This is an optimization exercise on Yosys and OpenROAD, whose aim is small area, a short achievable clock period and few clock cycles, not a production implementation.
At most, simulation tests tie the RTL to the original design; equivalence was not proved.
The RTL of runs 1 and 5 was laid out without a check of its function.

==> flow/design.v, too long to show whole: its modules and the start of the top module <==
// module iter_counter: 14 lines
// module jw_control: 16 lines
// module jw_step: 595 lines
// module jw_fa: 10 lines
// module jw_ha: 9 lines
// module pixel_result: 15 lines
// module julia_worker: 156 lines
// module jw_start: 17 lines
// module jw_sure_escape: 15 lines
module julia_worker (
	input  logic               tb_clk,
	input  logic               rst,
	input  logic               start,
	input  logic [19:0]        pixel,   
	input  logic [43:0]        c,       
	input  logic               mc_busy,
	output logic               ready,
	output logic               done,
	output logic [63:0]        result   
);
  // ...
==> flow/run.sh <==
#!/bin/bash
# synth_recipe.tcl (not shown) runs the flow's synth.tcl, then flattens the netlist and writes it again
# the make line also repeats each setting of config.mk as NAME=value (left out here)
make -C /OpenROAD-flow-scripts/flow DESIGN_CONFIG=/design/flow/config.mk WORK_HOME=/design/flow/orfs CLKGATE_MAP_FILE= SYNTH_SCRIPT=/design/flow/synth_recipe.tcl finish
==> flow/config.mk <==
export PLATFORM = sky130hd
export DESIGN_NAME = julia_worker
export DESIGN_NICKNAME = julia_worker
export VERILOG_FILES = /design/flow/design.v
export SDC_FILE = /design/flow/constraint.sdc
export NUM_CORES = 4
export LEC_CHECK = 0
export CAP_MARGIN = 70
export CORE_MARGIN = 2
export CORE_UTILIZATION = 40
export SLEW_MARGIN = 70
export SYNTH_HIERARCHICAL = 1
export SYNTH_MINIMUM_KEEP_SIZE = 0
==> flow/constraint.sdc <==
create_clock -name core_clock -period 14.0 [get_ports {tb_clk}]
set_input_delay 2.8000 -clock core_clock [delete_from_list [all_inputs] [get_ports {tb_clk}]]
set_output_delay 2.8000 -clock core_clock [all_outputs]
set_load 0.01 [all_outputs]
==> flow_metrics.env, run 1 <==
export IMPL_outcome="no timing/DRC/antenna violations"
export IMPL_synth_edf_count=108
export IMPL_met3WireLength_mm=2.63
export IMPL_endpoint="ready"
export IMPL_synthArstFlopShare_pct=0
export IMPL_post_dp_hpwl_mm=35.7
export IMPL_dr_wl_met2_mm=22.1
export IMPL_drv_slew=0
export IMPL_worstPathMaxFanout=30
export IMPL_rsz0062_at_grt="false"
export IMPL_min_to="res_index[1]"
export IMPL_avgSynthCellArea_sq_um=10.6
export IMPL_hold_class="reg -> reg"
export IMPL_met3_usage_pct=4.11
export IMPL_synth_area_leaders="fa_1 (30%), edfxtp_1 (17%), xnor2_1 (7.2%), ha_1 (6.7%), dfxtp_1 (5.3%)"
export IMPL_reg_top3="z_seen x28, pix_q x20, res_index x20"
export IMPL_tap_cells=607
export IMPL_clkbuf_count=22
export IMPL_regToRegEndpoint="xi_top[1]"
export IMPL_cap_violations=0
export IMPL_largest_register_ffs=28
export IMPL_ff2ff_path_depth=20
export IMPL_dieArea_sq_um=48400
export IMPL_port_buffers=113
export IMPL_grt_util_all_layers_pct=20.1
export IMPL_synth_main_ff_cell="edfxtp_1"
export IMPL_vias=12995
export IMPL_synthMostInstantiatedCell="fa_1"
export IMPL_cts_tree="done"
export IMPL_yosys_area_share_simple_pct=11.2
export IMPL_post_route_util_pct=45.0
export IMPL_end_kind="output port"
export IMPL_synth_top_family_by_area="adder cells"
export IMPL_gr_usage_met2_pct=32.7
export IMPL_clockRootBuffer="clkbuf_16"
export IMPL_coreArea_sq_um=46400
==> run 2: changes to the inputs <==
--- a/flow/design.v
+++ b/flow/design.v
@@ -66,17 +66,17 @@
 	input  logic [13:0] xi,
 	input  logic [14:0] cre,
 	input  logic [14:0] cim,
 	output logic        escaped,
 	output logic [15:0] nre,
 	output logic [15:0] nim
 );
 	logic [27:0] ta_r0, ta_r1, tb_r0, tb_r1, tp_r0, tp_r1;
-	logic        ca, cb, cp;
+	logic        ca, cb;
 	logic [16:0] te_r0, te_r1;
 	logic [15:0] tr_r0, tr_r1;
 	logic [6:0]  bneg, bone, btwo;
 	logic [14:0] bpp0, bpp1, bpp2, bpp3, bpp4, bpp5, bpp6;
 	logic [14:0] yb, xs1, xs2;
 	logic tas1, tac2, tas3, tac3, tas4, tac4, tas5, tac5, tas6, tac6, tas7, tac7, tas8, tac8, tas9, tac9;
 	logic tas10, tac10, tas11, tac11, tas12, tac12, tas13, tac13, tas14, tac14, tas15, tac15, tas16, tac16, tas17, tac17;
 	logic tas18, tac18, tas19, tac19, tas20, tac20, tas21, tac21, tas22, tac22, tas23, tac23, tas24, tac24, tas25, tac25;
@@ -212,50 +212,16 @@
 	assign kcb_t1_2 = kcb_t[10] & kcb_t0_4;
 	logic kcb_g2_0, kcb_t2_0;
 	assign kcb_g2_0 = kcb_g1_1 | (kcb_t1_1 & kcb_g1_0);
 	assign kcb_t2_0 = kcb_t1_1 & kcb_t1_0;
 	logic kcb_g3_0, kcb_t3_0;
 	assign kcb_g3_0 = kcb_g1_2 | (kcb_t1_2 & kcb_g2_0);
 	assign kcb_t3_0 = kcb_t1_2 & kcb_t2_0;
 	assign cb = kcb_g3_0;
-	logic [10:0] kcp_g, kcp_t;
-	assign kcp_g = tp_r0[10:0] & tp_r1[10:0];
-	assign kcp_t = tp_r0[10:0] | tp_r1[10:0];
-	logic kcp_g0_0, kcp_t0_0;
-	assign kcp_g0_0 = kcp_g[1] | (kcp_t[1] & kcp_g[0]);
-	assign kcp_t0_0 = kcp_t[1] & kcp_t[0];
-	logic kcp_g0_1, kcp_t0_1;
-	assign kcp_g0_1 = kcp_g[3] | (kcp_t[3] & kcp_g[2]);
-	assign kcp_t0_1 = kcp_t[3] & kcp_t[2];
-	logic kcp_g0_2, kcp_t0_2;
-	assign kcp_g0_2 = kcp_g[5] | (kcp_t[5] & kcp_g[4]);
-	assign kcp_t0_2 = kcp_t[5] & kcp_t[4];
-	logic kcp_g0_3, kcp_t0_3;
-	assign kcp_g0_3 = kcp_g[7] | (kcp_t[7] & kcp_g[6]);
-	assign kcp_t0_3 = kcp_t[7] & kcp_t[6];
-	logic kcp_g0_4, kcp_t0_4;
-	assign kcp_g0_4 = kcp_g[9] | (kcp_t[9] & kcp_g[8]);
-	assign kcp_t0_4 = kcp_t[9] & kcp_t[8];
-	logic kcp_g1_0, kcp_t1_0;
-	assign kcp_g1_0 = kcp_g0_1 | (kcp_t0_1 & kcp_g0_0);
-	assign kcp_t1_0 = kcp_t0_1 & kcp_t0_0;
-	logic kcp_g1_1, kcp_t1_1;
-	assign kcp_g1_1 = kcp_g0_3 | (kcp_t0_3 & kcp_g0_2);
-	assign kcp_t1_1 = kcp_t0_3 & kcp_t0_2;
-	logic kcp_g1_2, kcp_t1_2;
-	assign kcp_g1_2 = kcp_g[10] | (kcp_t[10] & kcp_g0_4);
-	assign kcp_t1_2 = kcp_t[10] & kcp_t0_4;
-	logic kcp_g2_0, kcp_t2_0;
-	assign kcp_g2_0 = kcp_g1_1 | (kcp_t1_1 & kcp_g1_0);
-	assign kcp_t2_0 = kcp_t1_1 & kcp_t1_0;
-	logic kcp_g3_0, kcp_t3_0;
-	assign kcp_g3_0 = kcp_g1_2 | (kcp_t1_2 & kcp_g2_0);
-	assign kcp_t3_0 = kcp_t1_2 & kcp_t2_0;
-	assign cp = kcp_g3_0;
 	assign tas1 = ~cre[3];
 	assign tac2 = cre[3];
 	jw_fa u_ta3 (.a(cre[1]), .b(xr[6]), .c((xr[0] & xr[11])), .s(tas3), .co(tac3));
 	jw_fa u_ta4 (.a(cre[2]), .b((xr[0] & xr[12])), .c((xr[1] & xr[11])), .s(tas4), .co(tac4));
 	jw_fa u_ta5 (.a(tas1), .b(xr[7]), .c(~(xr[13] & xr[0])), .s(tas5), .co(tac5));
 	jw_fa u_ta6 (.a((xr[1] & xr[12])), .b((xr[2] & xr[11])), .c((xr[3] & xr[10])), .s(tas6), .co(tac6));
 	jw_fa u_ta7 (.a(cre[4]), .b(tac2), .c(~(xr[13] & xr[1])), .s(tas7), .co(tac7));
 	jw_fa u_ta8 (.a((xr[2] & xr[12])), .b((xr[3] & xr[11])), .c((xr[4] & xr[10])), .s(tas8), .co(tac8));
@@ -649,17 +615,19 @@
 	logic kce_g2_1, kce_t2_1;
 	assign kce_g2_1 = kce_g1_3 | (kce_t1_3 & kce_g1_2);
 	assign kce_t2_1 = kce_t1_3 & kce_t1_2;
 	logic kce_g3_0, kce_t3_0;
 	assign kce_g3_0 = kce_g2_1 | (kce_t2_1 & kce_g2_0);
 	assign kce_t3_0 = kce_t2_1 & kce_t2_0;
 	assign escaped = ~(te_r0[16] ^ te_r1[16] ^ (kce_g3_0 | (kce_t3_0 & ca)));
 	assign nre = tr_r0 + tr_r1 + ca;
-	assign nim = {tp_r0[25:11] + tp_r1[25:11] + cp, cim[0]};
+	logic [25:0] isum;
+	assign isum = tp_r0[25:0] + tp_r1[25:0];
+	assign nim = {isum[25:11], cim[0]};
 endmodule
 module jw_fa (
 	input  logic a,
 	input  logic b,
 	input  logic c,
 	output logic s,
 	output logic co
 );
==> flow/config.mk (replaced) <==
export PLATFORM = sky130hd
export DESIGN_NAME = julia_worker
export DESIGN_NICKNAME = julia_worker
export VERILOG_FILES = /design/flow/design.v
export SDC_FILE = /design/flow/constraint.sdc
export NUM_CORES = 4
export LEC_CHECK = 0
export CAP_MARGIN = 55
export CORE_MARGIN = 2
export CORE_UTILIZATION = 40
export SLEW_MARGIN = 55
export SYNTH_HIERARCHICAL = 1
export SYNTH_MINIMUM_KEEP_SIZE = 0
==> run 2 against run 1 <==
Against the previous run:
- still clean
- worst setup slack worse by 0.0041 ns
- via count is 1.7% lower
- fmax about the same
- design area is 1.1% lower
- highest routed layer unchanged
==> flow_metrics.env, run 2 <==
export IMPL_synth_top_area_cell="fa_1"
export IMPL_drive_above_1_share_pct=6.84
export IMPL_worstPathMaxFanout=37
export IMPL_drv_slew=0
export IMPL_final_hold_viol_count=0
export IMPL_mostFrequentLayoutCell="fa_1"
export IMPL_synthCells=1742
export IMPL_synth_area_sq_um=18600
export IMPL_grt_pass1_vias=13349
export IMPL_hold_class="reg -> reg"
export IMPL_critPathArrivalTime_ns=3.47
export IMPL_max_clock_path_buffers=2
export IMPL_clockRootBuffer="clkbuf_16"
export IMPL_synth_edf_count=108
export IMPL_grt_util_all_layers_pct=20.1
export IMPL_h_tree_depth=4
export IMPL_via_per_inst=5.34
export IMPL_final_cell_mix="fa_1 (279), xnor2_1 (161), nor2_1 (117)"
export IMPL_worstSkewPairLatency_ns=0.47
export IMPL_vias=12777
export IMPL_fin_worst_skew_ns=0.00871
export IMPL_ys_types=81
export IMPL_pin_count=134
export IMPL_tightest_slew_ns=0.627
export IMPL_fillCellCount=4353
export IMPL_end_kind="output port"
export IMPL_die_x_um=220
export IMPL_setup_viol=0
export IMPL_die_h_um=220
export IMPL_synth_main_ff_cell="edfxtp_1"
export IMPL_ys_warn_count=10
export IMPL_dieArea_sq_um=48300
export IMPL_finalCritPeriodShare_pct=44.8
export IMPL_dp_cells=2359
export IMPL_hold_buffers=0
export IMPL_worstPathRequired_ns=11.20
export IMPL_post_dp_hpwl_mm=34.9
export IMPL_numCtsBuffers=17
export IMPL_top_register="z_seen"
export IMPL_grt_max_degree=74
export IMPL_area_growth_pct=10.9
export IMPL_cap_violations=0
export IMPL_grt_pass1_wl_mm=73.8
export IMPL_ys_seq_area_share_pct=22.7
export IMPL_crit_type="reg -> out"
export IMPL_port_buffers=113
export IMPL_cts_repair_resize_count=0
export IMPL_dr_pass1_iters=6
export IMPL_coreArea_sq_um=46300
export IMPL_antenna_found_initial=0
export IMPL_netlist_area_leader_share_pct=30.0
export IMPL_route_detailed_drc=0
export IMPL_rsz0062_at_grt="false"
export IMPL_ant_nets=0
export IMPL_reg_top3="z_seen x28, pix_q x20, res_index x20"
export IMPL_synth_area_leaders="fa_1 (30%), edfxtp_1 (17%), xnor2_1 (7.6%), ha_1 (7.4%), dfxtp_1 (5.3%)"
export IMPL_routabilityCongestion=0.857
export IMPL_rows=79
export IMPL_worstSetupStartpointType="register"
export IMPL_final_cells=2392
export IMPL_synthMostInstantiatedCell="fa_1"
export IMPL_post_route_util_pct=44.6
export IMPL_synthArstFlopShare_pct=0
export IMPL_relSlewSlack_pct=58.2
export IMPL_wl_per_cell_um=19.4
export IMPL_tns_ns=0
export IMPL_overflow=0
export IMPL_synth_common_cells="fa_1 (279), xnor2_1 (162), nor2_1 (117)"
export IMPL_yosys_register_bits=157
export IMPL_cts_tree="done"
export IMPL_drt_iter0_markers=1087
export IMPL_initial_utilization_pct=40.2
export IMPL_avgSynthCellArea_sq_um=10.7
export IMPL_cts_setup_buffers=0
export IMPL_outcome="no timing/DRC/antenna violations"
export IMPL_max_freq_ghz=0.159
export IMPL_clock_sinks=157
export IMPL_largest_register_ffs=28
export IMPL_min_period_ns=6.27
export IMPL_nNetsFinal=2228
export IMPL_drt_total_wl_mm=46.3
export IMPL_cts_clk_slew_worst_paths_ns=0.07
## run 2: stage by stage
step	instance area (sq um)	hold WS, ns	setup slack [ns]
2_1_floorplan	18700	0.400	8.18
3_3_place_gp	20000	0.402	7.77
3_5_place_dp	20000	0.405	8.05
4_1_cts	20600	0.420	7.73
5_1_grt	20600	0.427	7.57
6_report	20600	0.418	7.73
## run 2: layout make-up
type                            instances  area, sq um  share of cell area [%]
Multi-Input combinational cell       1334        13200                    64.0
Sequential cell                       157         4230                    20.5
Timing Repair Buffer                  146         1390                    6.74
Tap cell                              607          759                    3.68
Clock buffer                           20          447                    2.16
Inverter                              115          432                    2.09
Clock inverter                         12          161                   0.782
Antenna cell                            1         2.50                  0.0121
## run 2: worst paths after layout
path	start	endpoint	slack [ns]	cells past startpoint
max	xr[13]	ready	7.73	9
max reg2reg	xi[10]	xr_top[0]	7.96	20
min reg2reg	pix_q[10]	res_index[0]	0.42	0
min	pix_q[10]	res_index[0]	0.42	0
## run 2: logic make-up after synthesis
group | count (synthesis) | synth area share, %
simple gates | 407 | 11.3
other cells | 3 | 0.0605
xor+xnor | 191 | 8.99
mux | 27 | 1.63
fa+ha+maj | 392 | 37.6
buf+inv | 274 | 7.01
flops | 157 | 22.7
compound gates | 291 | 10.7
## run 2: layer usage
metal	vias to the layer above	routed length [um]	global-route usage (%)
met5	-	0	0
met3	71	2460	3.62
met1	6488	19900	26.2
met4	0	1620	8.72
li1	5845	-	-
met2	373	22300	32.8
## run 2: worst max-delay path, cell delays in order (launching register included)
cell,delay (ns)
dfxtp_1,0.31
buf_4,0.49
and3_1,0.25
nor2_1,0.13
a311oi_1,0.29
nand4_1,0.33
or3_1,0.49
nand2_1,0.16
nand2_1,0.07
clkdlybuf4s50_1,0.48
## run 2: per-module statistics from Yosys, one instance, submodules excluded
module | flip-flops and latches | area, sq um | copies in the design | cells
jw_sure_escape | 0 | 66.3 | 1 | 10
jw_fa | 0 | 20.0 | 275 | 1
jw_start | 0 | 709 | 1 | 94
pixel_result | 0 | 474 | 1 | 67
jw_step | 0 | 5320 | 1 | 848
jw_ha | 0 | 12.5 | 34 | 1
iter_counter | 8 | 339 | 1 | 37
jw_control | 0 | 26.3 | 1 | 5
julia_worker | 149 | 5740 | 1 | 372
Testbench counts of run 2, summed over its fixed seeds: cycles 102,903.
==> run 3: changes to the inputs <==
--- a/flow/config.mk
+++ b/flow/config.mk
@@ -6,8 +6,8 @@
 export NUM_CORES = 4
 export LEC_CHECK = 0
-export CAP_MARGIN = 55
+export CAP_MARGIN = 65
 export CORE_MARGIN = 2
 export CORE_UTILIZATION = 40
-export SLEW_MARGIN = 55
+export SLEW_MARGIN = 65
 export SYNTH_HIERARCHICAL = 1
 export SYNTH_MINIMUM_KEEP_SIZE = 0
==> run 3 against run 2 <==
Against the previous run:
- still clean
- critical path depth stayed put
- sequential share of layout area is 0.081 points lower
- design area is 0.46% higher
- via count is 0.17% higher
- hold slack hardly changed
- global-route usage is 0.050 points higher
- first-iteration DRC count is 9.4% lower
- routed wire length is 0.45% higher
- critical path type unchanged
- highest routed layer unchanged
==> flow_metrics.env, run 3 <==
export IMPL_outcome="no timing/DRC/antenna violations"
export IMPL_drt_iter0_markers=985
export IMPL_top_register="z_seen"
export IMPL_synth_area_sq_um=18600
export IMPL_rows=79
export IMPL_cts_tree="done"
export IMPL_netlist_area_leader_share_pct=30.0
export IMPL_grt_pass1_wl_mm=74.0
export IMPL_vias=12799
export IMPL_drt_total_wl_mm=46.5
export IMPL_setup_viol=0
export IMPL_synth_area_leaders="fa_1 (30%), edfxtp_1 (17%), xnor2_1 (7.6%), ha_1 (7.4%), dfxtp_1 (5.3%)"
export IMPL_grt_max_degree=44
export IMPL_top_usage_layer="met2"
export IMPL_avgSynthCellArea_sq_um=10.7
export IMPL_final_hold_viol_count=0
export IMPL_area_growth_pct=11.4
export IMPL_use_met1_pct=26.2
export IMPL_worstPathRequired_ns=11.20
export IMPL_routabilityCongestion=0.857
export IMPL_pin_count=134
export IMPL_coreArea_sq_um=46300
export IMPL_hold_buffers=0
export IMPL_critPathSlowestCell="or3_1"
export IMPL_crit_path_cell_trace="buf_6 > and3_1 > nor2_1 > a311oi_1 > nand4_1 > or3_1 > nand2_1 > nand2_1 > clkdlybuf4s50_1"
export IMPL_route_detailed_drc=0
export IMPL_rsz0062_at_grt="false"
export IMPL_finalCritPeriodShare_pct=43.5
export IMPL_cap_violations=0
export IMPL_synthAdderAreaFrac_pct=37.6
export IMPL_cts_clk_slew_worst_paths_ns=0.07
export IMPL_yosys_area_share_simple_pct=11.3
export IMPL_cts_repair_resize_count=0
export IMPL_synth_main_ff_cell="edfxtp_1"
export IMPL_largest_register_ffs=28
export IMPL_hold_class="reg -> reg"
export IMPL_worstSetupStartpointType="register"
export IMPL_synthCells=1742
export IMPL_synth_common_cells="fa_1 (279), xnor2_1 (162), nor2_1 (117)"
export IMPL_fin_worst_skew_ns=0.00937
export IMPL_initial_utilization_pct=40.2
export IMPL_crit_type="reg -> out"
export IMPL_port_buffers=113
export IMPL_dr_pass1_iters=6
export IMPL_worstPathMaxFanout=37
export IMPL_numCtsBuffers=17
export IMPL_worstSkewPairLatency_ns=0.47
export IMPL_ys_warn_count=10
export IMPL_wl_per_cell_um=19.4
export IMPL_worstPathBufferInverterCount=2
export IMPL_relSlewSlack_pct=65.0
export IMPL_yosys_register_bits=157
export IMPL_tns_ns=0
export IMPL_synthArstFlopShare_pct=0
export IMPL_drv_slew=0
export IMPL_ys_seq_area_share_pct=22.7
export IMPL_ant_nets=0
export IMPL_drive_above_1_share_pct=7.61
export IMPL_hold_slack_ns=0.418
export IMPL_synth_top_area_cell="fa_1"
export IMPL_critPathArrivalTime_ns=3.28
export IMPL_crit_family="simple AND/OR/NAND/NOR gates"
export IMPL_synthMuxAreaShare_pct=1.63
export IMPL_h_tree_depth=4
export IMPL_mostFrequentLayoutCell="fa_1"
export IMPL_synthMostInstantiatedCell="fa_1"
export IMPL_tightest_slew_ns=0.525
export IMPL_reg_top3="z_seen x28, pix_q x20, res_index x20"
export IMPL_cp_slowest_stage_delay_ns=0.48
export IMPL_min_period_ns=6.08
export IMPL_synth_edf_count=108
export IMPL_max_clock_path_buffers=2
export IMPL_die_h_um=220
export IMPL_max_freq_ghz=0.164
export IMPL_cts_setup_buffers=0
export IMPL_overflow=0
export IMPL_met3_usage_pct=3.48
export IMPL_diodes=0
export IMPL_grt_util_all_layers_pct=20.2
export IMPL_antenna_found_initial=0
export IMPL_ys_types=81
export IMPL_grt_pass1_vias=13377
export IMPL_via_per_inst=5.35
export IMPL_nNetsFinal=2231
export IMPL_synth_top_family_by_area="adder cells"
export IMPL_clockRootBuffer="clkbuf_16"
export IMPL_end_kind="output port"
export IMPL_die_x_um=220
export IMPL_clock_sinks=157
export IMPL_crit_top_cell="nand2_1"
export IMPL_post_dp_hpwl_mm=35.2
export IMPL_final_cell_mix="fa_1 (279), xnor2_1 (160), nor2_1 (116)"
export IMPL_synth_compound_area_share_pct=10.7
export IMPL_dieArea_sq_um=48300
export IMPL_synth_xor_area_share_pct=8.99
export IMPL_gr_usage_met2_pct=33.4
## run 3: metrics by stage
stage          area (sq um)  setup slack [ns]  util, %  cells
5_1_grt               20700              7.50     44.8   2394
3_5_place_dp          20100              8.02     43.4   2361
2_1_floorplan         18700              8.18        -   1765
4_1_cts               20700              7.90     44.7   2393
6_report              20700              7.92     44.8   2394
3_3_place_gp          20000              7.77     43.1   2358
## run 3: area by class of cell
type	instances	area, sq um
fill	4363	25500
timing repair buffer	149	1450
sequential	157	4230
inverter	115	432
tap	607	759
clock inverter	13	146
clock buffer	19	475
multi-input combinational	1334	13200
## run 3: cell families after synthesis
| family | after synthesis |
|---|---|
| and+or+nand+nor | 407 |
| adders and majority gates | 392 |
| AOI/OAI and AO/OA | 291 |
| buffers and inverters | 274 |
| xor gates and xnor gates | 191 |
| DFF | 157 |
| muxes | 27 |
| other | 3 |
## run 3: Yosys stat by module, one instance, submodules excluded
module	cells	times used	cell area, sq um	flops+latches
jw_start	94	1	709	0
jw_control	5	1	26.3	0
jw_fa	1	275	20.0	0
jw_sure_escape	10	1	66.3	0
pixel_result	67	1	474	0
iter_counter	37	1	339	8
jw_ha	1	34	12.5	0
julia_worker	372	1	5740	149
jw_step	848	1	5320	0
## run 3: worst paths after layout
check                  from            to  slack, ns  depth (start not counted)
hold reg to reg   pix_q[10]  res_index[0]       0.42                          0
setup reg to reg     xi[10]     xr_top[1]       7.96                         19
setup / recovery     xr[13]         ready       7.92                          9
hold / removal    pix_q[10]  res_index[0]       0.42                          0
## run 3: per-layer routing
layer	wire length, um	vias up
met5	0	-
met4	1430	0
met3	2630	73
met2	22500	395
met1	19900	6481
li1	-	5850
==> run 4: changes to the inputs <==
--- a/flow/config.mk
+++ b/flow/config.mk
@@ -6,8 +6,8 @@
 export NUM_CORES = 4
 export LEC_CHECK = 0
-export CAP_MARGIN = 65
+export CAP_MARGIN = 60
 export CORE_MARGIN = 2
 export CORE_UTILIZATION = 40
-export SLEW_MARGIN = 65
+export SLEW_MARGIN = 60
 export SYNTH_HIERARCHICAL = 1
 export SYNTH_MINIMUM_KEEP_SIZE = 0
==> run 4 against run 3 <==
Against the previous run:
- synthesized cell count is the same
- fmax is essentially flat
- design area down 0.11%
- count of clock-buffer cells in the layout stayed put
- clock skew is 0.00064 ns lower
- routed wire length about the same
- global-route usage rose by 0.11 points
- non-clock buffer count is the same
- register-to-register slack about the same
- critical endpoint unchanged
==> flow_metrics.env, run 4 <==
export IMPL_synth_area_sq_um=18600
export IMPL_cts_repair_resize_count=0
export IMPL_die_x_um=220
export IMPL_synth_xor_area_share_pct=8.99
export IMPL_drv_slew=0
export IMPL_cap_violations=0
export IMPL_area_growth_pct=11.3
export IMPL_outcome="no timing/DRC/antenna violations"
export IMPL_ant_nets=0
export IMPL_cp_slowest_stage_delay_ns=0.49
export IMPL_synthAdderAreaFrac_pct=37.6
export IMPL_max_freq_ghz=0.165
export IMPL_crit_top_cell="nand2_1"
export IMPL_grt_pass1_vias=13411
export IMPL_via_per_inst=5.35
export IMPL_final_cell_mix="fa_1 (279), xnor2_1 (160), nor2_1 (117)"
export IMPL_route_detailed_drc=0
export IMPL_largest_register_ffs=28
export IMPL_avgSynthCellArea_sq_um=10.7
export IMPL_finalCritPeriodShare_pct=43.4
export IMPL_min_period_ns=6.08
export IMPL_reg_top3="z_seen x28, pix_q x20, res_index x20"
export IMPL_critPathSlowestCell="or3_1"
export IMPL_hold_class="reg -> reg"
export IMPL_crit_type="reg -> out"
export IMPL_post_route_util_pct=44.8
export IMPL_final_hold_viol_count=0
export IMPL_numCtsBuffers=17
export IMPL_grt_util_all_layers_pct=20.3
export IMPL_dr_pass1_iters=6
export IMPL_mostFrequentLayoutCell="fa_1"
export IMPL_yosys_area_share_simple_pct=11.3
export IMPL_wl_per_cell_um=19.4
export IMPL_coreArea_sq_um=46300
export IMPL_initial_utilization_pct=40.2
export IMPL_vias=12801
export IMPL_synthMuxAreaShare_pct=1.63
export IMPL_diodes=0
export IMPL_fin_worst_skew_ns=0.00874
export IMPL_synth_area_leaders="fa_1 (30%), edfxtp_1 (17%), xnor2_1 (7.6%), ha_1 (7.4%), dfxtp_1 (5.3%)"
export IMPL_clock_sinks=157
export IMPL_grt_max_degree=50
export IMPL_yosys_register_bits=157
export IMPL_netlist_area_leader_share_pct=30.0
export IMPL_critPathArrivalTime_ns=3.28
export IMPL_synth_compound_area_share_pct=10.7
export IMPL_hold_buffers=0
export IMPL_routabilityCongestion=0.857
export IMPL_synth_common_cells="fa_1 (279), xnor2_1 (162), nor2_1 (117)"
export IMPL_relSlewSlack_pct=59.1
export IMPL_rsz0062_at_grt="false"
export IMPL_synth_top_area_cell="fa_1"
export IMPL_dieArea_sq_um=48300
export IMPL_synth_main_ff_cell="edfxtp_1"
export IMPL_drt_total_wl_mm=46.5
export IMPL_drt_iter0_markers=958
export IMPL_cts_setup_buffers=0
export IMPL_rows=79
export IMPL_synthArstFlopShare_pct=0
export IMPL_antenna_found_initial=0
export IMPL_ys_warn_count=10
export IMPL_tns_ns=0
export IMPL_synthMostInstantiatedCell="fa_1"
export IMPL_drive_above_1_share_pct=7.27
export IMPL_grt_pass1_wl_mm=74.5
export IMPL_crit_path_cell_trace="buf_4 > and3_1 > nor2_1 > a311oi_1 > nand4_1 > or3_1 > nand2_1 > nand2_1 > clkdlybuf4s50_1"
export IMPL_h_tree_depth=4
export IMPL_end_kind="output port"
export IMPL_synth_top_family_by_area="adder cells"
export IMPL_tightest_slew_ns=0.611
export IMPL_top_register="z_seen"
export IMPL_clockRootBuffer="clkbuf_16"
export IMPL_synth_edf_count=108
export IMPL_max_clock_path_buffers=2
export IMPL_setup_viol=0
export IMPL_cts_clk_slew_worst_paths_ns=0.07
export IMPL_worstSkewPairLatency_ns=0.47
export IMPL_port_buffers=113
export IMPL_overflow=0
export IMPL_ys_seq_area_share_pct=22.7
export IMPL_ys_types=81
export IMPL_worstPathRequired_ns=11.20
export IMPL_pin_count=134
export IMPL_post_dp_hpwl_mm=35.4
export IMPL_worstPathMaxFanout=33
export IMPL_synthCells=1742
export IMPL_die_h_um=220
export IMPL_nNetsFinal=2231
export IMPL_cts_tree="done"
export IMPL_worstSetupStartpointType="register"
run 4: final timing paths:
| kind | start | to | slack (ns) | cells past startpoint |
|---|---|---|---|---|
| max | xi[13] | ready | 7.92 | 9 |
| min reg2reg | pix_q[10] | res_index[0] | 0.42 | 0 |
| max reg2reg | xi[10] | xr_top[0] | 7.96 | 20 |
| min | pix_q[10] | res_index[0] | 0.42 | 0 |
run 4: per-stage QoR:
stage          instances  cell area (sq um)  hold WS (ns)  setup WS [ns]
3_5_place_dp        2362              20100         0.405           8.02
3_3_place_gp        2358              20000         0.402           7.77
2_1_floorplan       1765              18700         0.400           8.18
6_report            2394              20700         0.420           7.92
4_1_cts             2394              20700         0.420           7.94
5_1_grt             2394              20700         0.427           7.58
run 4: cell families (layout without fill, tap and decap cells):
group           count (synthesis)  in the layout
fa+ha+maj                     392            392
flops                         157            157
buf+inv                       274            296
compound gates                291            291
simple gates                  407            407
xor+xnor                      191            191
mux                            27             27
other cells                     3             26
run 4: Yosys stat by module (local to each module, per instance):
module          cells  flip-flops and latches  copies in the design
julia_worker      372                     149                     1
jw_step           848                       0                     1
jw_start           94                       0                     1
pixel_result       67                       0                     1
iter_counter       37                       8                     1
jw_sure_escape     10                       0                     1
jw_control          5                       0                     1
jw_fa               1                       0                   275
jw_ha               1                       0                    34
run 4: layer usage:
metal | up-vias | routed length (um) | global-route usage [%]
met5 | - | 0 | 0
met4 | 0 | 1830 | 9.26
met1 | 6477 | 19900 | 26.5
li1 | 5847 | - | -
met2 | 400 | 22100 | 33.0
met3 | 77 | 2650 | 3.41
run 4: final cells by class:
| type | instances | area [sq um] |
|---|---|---|
| sequential | 157 | 4230 |
| fill | 4339 | 25600 |
| inverter | 115 | 432 |
| tap | 607 | 759 |
| clock buffer | 19 | 443 |
| timing repair buffer | 149 | 1460 |
| multi-input combinational | 1334 | 13200 |
| clock inverter | 13 | 160 |
run 4: worst max-delay path, delay by kind of cell (launching register included):
family / cells / cell delay (ns)
AND/OR/NAND/NOR: 6 / 1.40
flip-flops: 1 / 0.31
buffers and inverters: 2 / 0.82
AO/OA/AOI/OAI: 1 / 0.26
==> module julia_worker, before the edit <==
module julia_worker (
	input  logic               tb_clk,
	input  logic               rst,
	input  logic               start,
	input  logic [19:0]        pixel,   
	input  logic [43:0]        c,       
	input  logic               mc_busy,
	output logic               ready,
	output logic               done,
	output logic [63:0]        result   
);
	logic        busy;
	logic        load;
	logic        tree_escaped;
	logic        periodic;
	logic [7:0]  count;
	logic [19:0] pix_q;
	logic [13:0] xr, xi, xr0, xi0;
	logic [1:0]  xr_top, xi_top;    
	logic        ovr, ovi;
	logic [15:0] nre, nim;
	logic [14:0] cre, cim, cre0, cim0;
	logic [27:0] z_seen;
	logic        waiting;     
	logic        w_dec;       
	logic        w_black;     
	logic        esc_q;       
	logic        esc_raw;     
	logic        stepped;     
	logic        per_q;       
	logic        res_free;
	logic        sure_esc;
	logic        stop;
	logic        late_stop;   
	logic        pstop;       
	logic        may_take;    
	logic        step;
	logic        transfer;
	logic [19:0] res_index;
	logic [19:0] pix_index;
	logic [7:0]  res_count;
	logic        res_black;
	jw_sure_escape u_sure (
		.xr       (xr),
		.xi       (xi),
		.ovr      (ovr),
		.ovi      (ovi),
		.sure_esc (sure_esc)
	);
	assign esc_q     = esc_raw & stepped;
	assign late_stop = esc_q | pstop;
	assign stop      = late_stop | sure_esc;
	assign step = busy & ~waiting & ~stop;
	jw_control u_control (
		.rst      (rst),
		.start    (start),
		.mc_busy  (mc_busy),
		.busy     (busy),
		.done     (done),
		.may_take (may_take),
		.stop     (stop),
		.ready    (ready),
		.load     (load),
		.res_free (res_free)
	);
	iter_counter u_counter (
		.tb_clk   (tb_clk),
		.load     (load),
		.step     (step),
		.count    (count)
	);
	assign transfer = busy & res_free & (waiting | stop);
	always_ff @(posedge tb_clk) begin
		if (rst) begin
			busy    <= 1'b0;
			waiting <= 1'b0;
			done    <= 1'b0;
			stepped <= 1'b0;
			may_take <= 1'b0;
			per_q   <= 1'b0;
			pstop   <= 1'b0;
		end else begin
			busy    <= load | (busy & ~transfer);
			waiting <= busy & ~load & ~res_free & (waiting | stop);
			done    <= transfer | (done & mc_busy);
			may_take <= (load | (busy & ~transfer)) & ~(busy & ~load & ~res_free & (waiting | stop))
			            & ~(transfer | (done & mc_busy));
			stepped <= step;
			per_q   <= step & periodic;
			pstop   <= step & (periodic | (count == 8'(MAX_ITER - 1)));
		end
		esc_raw <= tree_escaped;
		if (~waiting) begin
			w_dec   <= esc_q;
			w_black <= ~esc_q & (per_q | (count == 8'(MAX_ITER)));
		end
	end
	always_ff @(posedge tb_clk) begin
		if (res_free) begin
			res_index <= pix_index;
			if (waiting) begin
				res_count <= w_dec ? count - 8'd1 : count;
				res_black <= w_black;
			end else begin
				res_count <= esc_q ? count - 8'd1 : count;
				res_black <= ~esc_q & (per_q | (count == 8'(MAX_ITER)));
			end
		end
	end
	jw_start u_start (
		.pixel (pixel),
		.c     (c),
		.xr    (xr0),
		.xi    (xi0),
		.cre   (cre0),
		.cim   (cim0)
	);
	jw_step u_step (
		.xr      (xr),
		.xi      (xi),
		.cre     (cre),
		.cim     (cim),
		.escaped (tree_escaped),
		.nre     (nre),
		.nim     (nim)
	);
	always_ff @(posedge tb_clk) begin
		if (count[3:0] == 4'd0) begin
			z_seen <= {xr, xi};
		end
	end
	assign periodic = (count != 8'd0) & ~ovr & ~ovi & ({xr, xi} == z_seen);
	assign ovr = {xr_top, xr[13]} != {3{xr[13]}};
	assign ovi = {xi_top, xi[13]} != {3{xi[13]}};
	always_ff @(posedge tb_clk) begin
		if (load) begin
			{xr_top, xr} <= {{2{xr0[13]}}, xr0};
			{xi_top, xi} <= {{2{xi0[13]}}, xi0};
		end else begin
			{xr_top, xr} <= nre;
			{xi_top, xi} <= nim;
		end
		if (load) begin
			cre   <= cre0;
			cim   <= cim0;
			pix_q <= pixel;
		end
	end
	assign pix_index = {pix_q[9:0], 9'd0} + {2'd0, pix_q[9:0], 7'd0} + 20'(pix_q[19:10]);
	pixel_result u_result (
		.index  (res_index),
		.count  (res_count),
		.black  (res_black),
		.result (result)
	);
endmodule
==> module jw_start, before the edit <==
module jw_start (
	input  logic [19:0] pixel,
	input  logic [43:0] c,
	output logic [13:0] xr,
	output logic [13:0] xi,
	output logic [14:0] cre,
	output logic [14:0] cim
);
	assign xr = (14'(pixel[19:10]) - 14'(CENTER_X)) <<< MAP_SHIFT;
	assign xi = (14'(CENTER_Y) - 14'(pixel[9:0])) <<< MAP_SHIFT;
	function automatic logic [14:0] clamp15(input logic [21:0] v);
		if (v[21:14] == {8{v[21]}}) clamp15 = v[14:0];
		else clamp15 = v[21] ? 15'h4000 : 15'h3fff;
	endfunction
	assign cre = clamp15(c[43:22]);
	assign cim = clamp15(c[21:0]);
endmodule
==> run 5: changes to the inputs <==
--- a/flow/design.v
+++ b/flow/design.v
@@ -685,4 +685,6 @@
 	logic [15:0] nre, nim;
 	logic [14:0] cre, cim, cre0, cim0;
+	logic        cre_big, cim_big, cre_big0, cim_big0;   
+	logic        cflag;       
 	logic [27:0] z_seen;
 	logic        waiting;     
@@ -755,4 +757,5 @@
 		end
 		esc_raw <= tree_escaped;
+		cflag   <= ~load & (cflag | (step & (cre_big | cim_big)));
 		if (~waiting) begin
 			w_dec   <= esc_q;
@@ -777,6 +780,8 @@
 		.xr    (xr0),
 		.xi    (xi0),
-		.cre   (cre0),
-		.cim   (cim0)
+		.cre     (cre0),
+		.cim     (cim0),
+		.cre_big (cre_big0),
+		.cim_big (cim_big0)
 	);
 	jw_step u_step (
@@ -795,6 +800,6 @@
 	end
 	assign periodic = (count != 8'd0) & ~ovr & ~ovi & ({xr, xi} == z_seen);
-	assign ovr = {xr_top, xr[13]} != {3{xr[13]}};
-	assign ovi = {xi_top, xi[13]} != {3{xi[13]}};
+	assign ovr = ({xr_top, xr[13]} != {3{xr[13]}}) | cflag;
+	assign ovi = ({xi_top, xi[13]} != {3{xi[13]}});
 	always_ff @(posedge tb_clk) begin
 		if (load) begin
@@ -806,6 +811,8 @@
 		end
 		if (load) begin
-			cre   <= cre0;
-			cim   <= cim0;
+			cre     <= cre0;
+			cim     <= cim0;
+			cre_big <= cre_big0;
+			cim_big <= cim_big0;
 			pix_q <= pixel;
 		end
@@ -825,14 +832,14 @@
 	output logic [13:0] xi,
 	output logic [14:0] cre,
-	output logic [14:0] cim
+	output logic [14:0] cim,
+	output logic        cre_big,
+	output logic        cim_big
 );
 	assign xr = (14'(pixel[19:10]) - 14'(CENTER_X)) <<< MAP_SHIFT;
 	assign xi = (14'(CENTER_Y) - 14'(pixel[9:0])) <<< MAP_SHIFT;
-	function automatic logic [14:0] clamp15(input logic [21:0] v);
-		if (v[21:14] == {8{v[21]}}) clamp15 = v[14:0];
-		else clamp15 = v[21] ? 15'h4000 : 15'h3fff;
-	endfunction
-	assign cre = clamp15(c[43:22]);
-	assign cim = clamp15(c[21:0]);
+	assign cre     = c[36:22];
+	assign cim     = c[14:0];
+	assign cre_big = c[43:36] != {8{c[43]}};
+	assign cim_big = c[21:14] != {8{c[21]}};
 endmodule
 module jw_sure_escape (
==> run 5 against run 4 <==
Against the previous run:
- hold slack improved by 0.0083 ns
- area after synthesis barely moved
- core utilization down 0.37 points
- die area is essentially flat
- count of clock-buffer cells in the layout down 2
- still clean on timing, DRC and antenna
- highest routed layer unchanged
- non-clock buffer count unchanged
- via count fell by 1.8%
- clock skew grew 0.010 ns
==> flow_metrics.env, run 5 <==
export IMPL_rsz0062_at_grt="false"
export IMPL_setup_viol=0
export IMPL_ys_seq_area_share_pct=23.1
export IMPL_cp_slowest_stage_delay_ns=0.52
export IMPL_ys_warn_count=9
export IMPL_dieArea_sq_um=48300
export IMPL_relSlewSlack_pct=58.0
export IMPL_outcome="no timing/DRC/antenna violations"
export IMPL_synth_edf_count=110
export IMPL_routabilityCongestion=0.840
export IMPL_top_register="z_seen"
export IMPL_diodes=0
export IMPL_via_per_inst=5.30
export IMPL_mostFrequentLayoutCell="fa_1"
export IMPL_synth_top_area_cell="fa_1"
export IMPL_dr_pass1_iters=5
export IMPL_synth_common_cells="fa_1 (279), xnor2_1 (145), nor2_1 (119)"
export IMPL_r2r_start="xi[1]"
export IMPL_ff_latch_area_sq_um=4310
export IMPL_drt_total_wl_mm=46.1
export IMPL_avgSynthCellArea_sq_um=10.7
export IMPL_coreArea_sq_um=46300
export IMPL_final_hold_viol_count=0
export IMPL_initial_utilization_pct=40.3
export IMPL_synthArstFlopShare_pct=0
export IMPL_synth_top_family_by_area="adder cells"
export IMPL_drive_above_1_share_pct=7.43
export IMPL_synthAdderAreaFrac_pct=37.6
export IMPL_yosys_area_share_simple_pct=11.1
export IMPL_synth_area_sq_um=18600
export IMPL_cts_tree="done"
export IMPL_cts_repair_resize_count=0
export IMPL_ff2ff_path_depth=21
export IMPL_synth_compound_area_share_pct=9.61
export IMPL_grt_pass1_wl_mm=72.7
export IMPL_grt_util_all_layers_pct=19.9
export IMPL_clockRootBuffer="clkbuf_16"
export IMPL_worstPathMaxFanout=19
export IMPL_antenna_found_initial=1
export IMPL_end_kind="register"
export IMPL_min_period_ns=6.17
export IMPL_cts_setup_buffers=0
export IMPL_post_route_util_pct=44.4
export IMPL_r2r_slack_ns=7.83
export IMPL_post_dp_hpwl_mm=34.6
export IMPL_max_clock_path_buffers=2
export IMPL_route_detailed_drc=0
export IMPL_multi_input_area_sq_um=13000
export IMPL_cap_violations=0
export IMPL_crit_family="adder cells"
export IMPL_crit_top_cell="fa_1"
export IMPL_die_h_um=220
export IMPL_die_x_um=220
export IMPL_clock_sinks=160
export IMPL_synth_xor_area_share_pct=8.98
export IMPL_synthMuxAreaShare_pct=1.63
export IMPL_worstSkewPairLatency_ns=0.49
export IMPL_drt_iter0_markers=953
export IMPL_hold_path_depth=0
export IMPL_place_area_sq_um=19900
export IMPL_grt_pass1_vias=13026
export IMPL_crit_path_cell_trace="buf_4 > clkinv_1 > nor2_1 > fa_1 > fa_1 > fa_1 > ha_1 > inv_1 > fa_1 > fa_1 > ha_1 > a21o_1 > a21oi_1 > nor2b_1 > o21ai_1 > a21oi_1 > a311oi_1 > nor2_1 > o311ai_1 > inv_1 > o21ai_0"
export IMPL_cts_clk_slew_worst_paths_ns=0.08
export IMPL_rows=79
export IMPL_regToRegEndpoint="xr_top[0]"
export IMPL_overflow=0
export IMPL_h_tree_depth=4
export IMPL_wl_per_cell_um=19.5
export IMPL_vias=12567
export IMPL_hold_buffers=0
export IMPL_hp_start="pix_q[11]"
export IMPL_tightest_slew_ns=0.625
export IMPL_ys_types=79
export IMPL_hold_slack_ns=0.428
export IMPL_pin_count=134
export IMPL_yosys_register_bits=160
export IMPL_worstPathBufferInverterCount=4
export IMPL_finalCritPeriodShare_pct=44.0
export IMPL_nNetsFinal=2207
export IMPL_area_growth_pct=10.3
export IMPL_numCtsBuffers=17
export IMPL_port_buffers=113
export IMPL_synthCells=1742
export IMPL_largest_register_ffs=28
export IMPL_critPathArrivalTime_ns=6.56
export IMPL_fin_area_sq_um=20500
export IMPL_final_cell_mix="fa_1 (279), xnor2_1 (144), nor2_1 (118)"
export IMPL_synth_main_ff_cell="edfxtp_1"
export IMPL_synthMostInstantiatedCell="fa_1"
export IMPL_min_to="res_index[1]"
export IMPL_ant_nets=0
export IMPL_synth_area_leaders="fa_1 (30%), edfxtp_1 (18%), ha_1 (7.4%), xnor2_1 (6.8%), dfxtp_1 (5.4%)"
export IMPL_hold_class="reg -> reg"
export IMPL_fin_worst_skew_ns=0.0190
export IMPL_tns_ns=0
export IMPL_worstSetupStartpointType="register"
export IMPL_worstPathRequired_ns=14.40
export IMPL_critPathSlowestCell="fa_1"
export IMPL_max_freq_ghz=0.162
export IMPL_drv_slew=0
export IMPL_crit_type="reg -> reg"
export IMPL_fillCellCount=4394
export IMPL_netlist_area_leader_share_pct=30.0
export IMPL_reg_top3="z_seen x28, pix_q x20, res_index x20"
export IMPL_grt_max_degree=61
## run 5: logic make-up after synthesis
kind of cell,after synthesis
AOI/OAI and AO/OA,265
xor gates and xnor gates,191
adders and majority gates,392
buffers and inverters,298
DFF,160
muxes,27
other,3
and+or+nand+nor,406
## run 5: cell type report
cell class	count	area share, %
Tap cell	607	3.70
Clock buffer	17	2.07
Clock inverter	15	0.944
Sequential cell	160	21.0
Inverter	115	2.10
Multi-Input combinational cell	1307	63.2
Timing Repair Buffer	149	7.02
## run 5: per-layer routing
layer | up-vias | track usage [%] | share of wire [%]
li1 | 5759 | - | -
met1 | 6348 | 26.1 | 43
met2 | 400 | 32.5 | 48
met3 | 60 | 4.10 | 6.5
met4 | 0 | 7.25 | 2.2
met5 | - | 0 | 0
## run 5: Yosys stat by module, one instance, submodules excluded
module	flip-flops and latches	times used	area [sq um]
jw_start	0	1	606
jw_control	0	1	26.3
iter_counter	8	1	339
julia_worker	152	1	5860
pixel_result	0	1	474
jw_sure_escape	0	1	66.3
jw_fa	0	275	20.0
jw_step	0	1	5320
jw_ha	0	34	12.5
## run 5: worst max-delay path by stage
stage	startpoint	to	slack, ns	cells past startpoint
final	xi[1]	xr_top[0]	7.83	21
after global routing	xi[1]	xr_top[0]	7.35	21
after CTS	xr[13]	ready	7.69	9
after detailed placement	xr[9]	xr_top[0]	7.88	21
after global placement	xi[7]	xr_top[0]	7.96	19
after floorplan	xr[9]	xr_top[0]	8.18	22
## run 5: metrics by stage
stage,worst slack [ns],instances
floorplan,8.18,1765
global placement,7.96,2336
detailed placement,7.88,2337
CTS,7.69,2369
global route,7.35,2370
finish,7.83,2370

## static timing again, ports no longer ideal
How much do the figures lean on ideal ports? The routed layouts below were timed once more, with nothing changed but the port constraints. Step 1 sets driving cells, clkbuf_16 on the clock port and buf_2 on the other inputs (assumed; they add their load-dependent delay and slew). Step 2, shift: input delay + t, output delay - t, t = (earliest + latest rising clock arrival at the registers) / 2. This alone moves slack from input paths to output paths. Three values: no drivers, after step 1, after step 2; two values: the first two.
run | t (ns) | setup slack, ns | worst hold slack (ns) | worst register clock-pin slew, ns | worst data-port slew with drivers (ns)
run 1 | 0.512 | 7.732 / 7.674 / 8.006 | 0.413 / 0.413 / 0.413 | 0.07 / 0.07 | 0.05
run 2 | 0.519 | 7.728 / 7.674 / 7.959 | 0.418 / 0.418 / 0.418 | 0.07 / 0.07 | 0.05
run 3 | 0.522 | 7.916 / 7.859 / 7.960 | 0.418 / 0.418 / 0.418 | 0.07 / 0.07 | 0.06
run 4 | 0.518 | 7.922 / 7.865 / 7.959 | 0.420 / 0.420 / 0.420 | 0.07 / 0.07 | 0.05
run 5 | 0.536 | 7.835 / 7.789 / 7.835 | 0.428 / 0.428 / 0.428 | 0.08 / 0.08 | 0.06
After both steps every run listed still meets setup and hold.
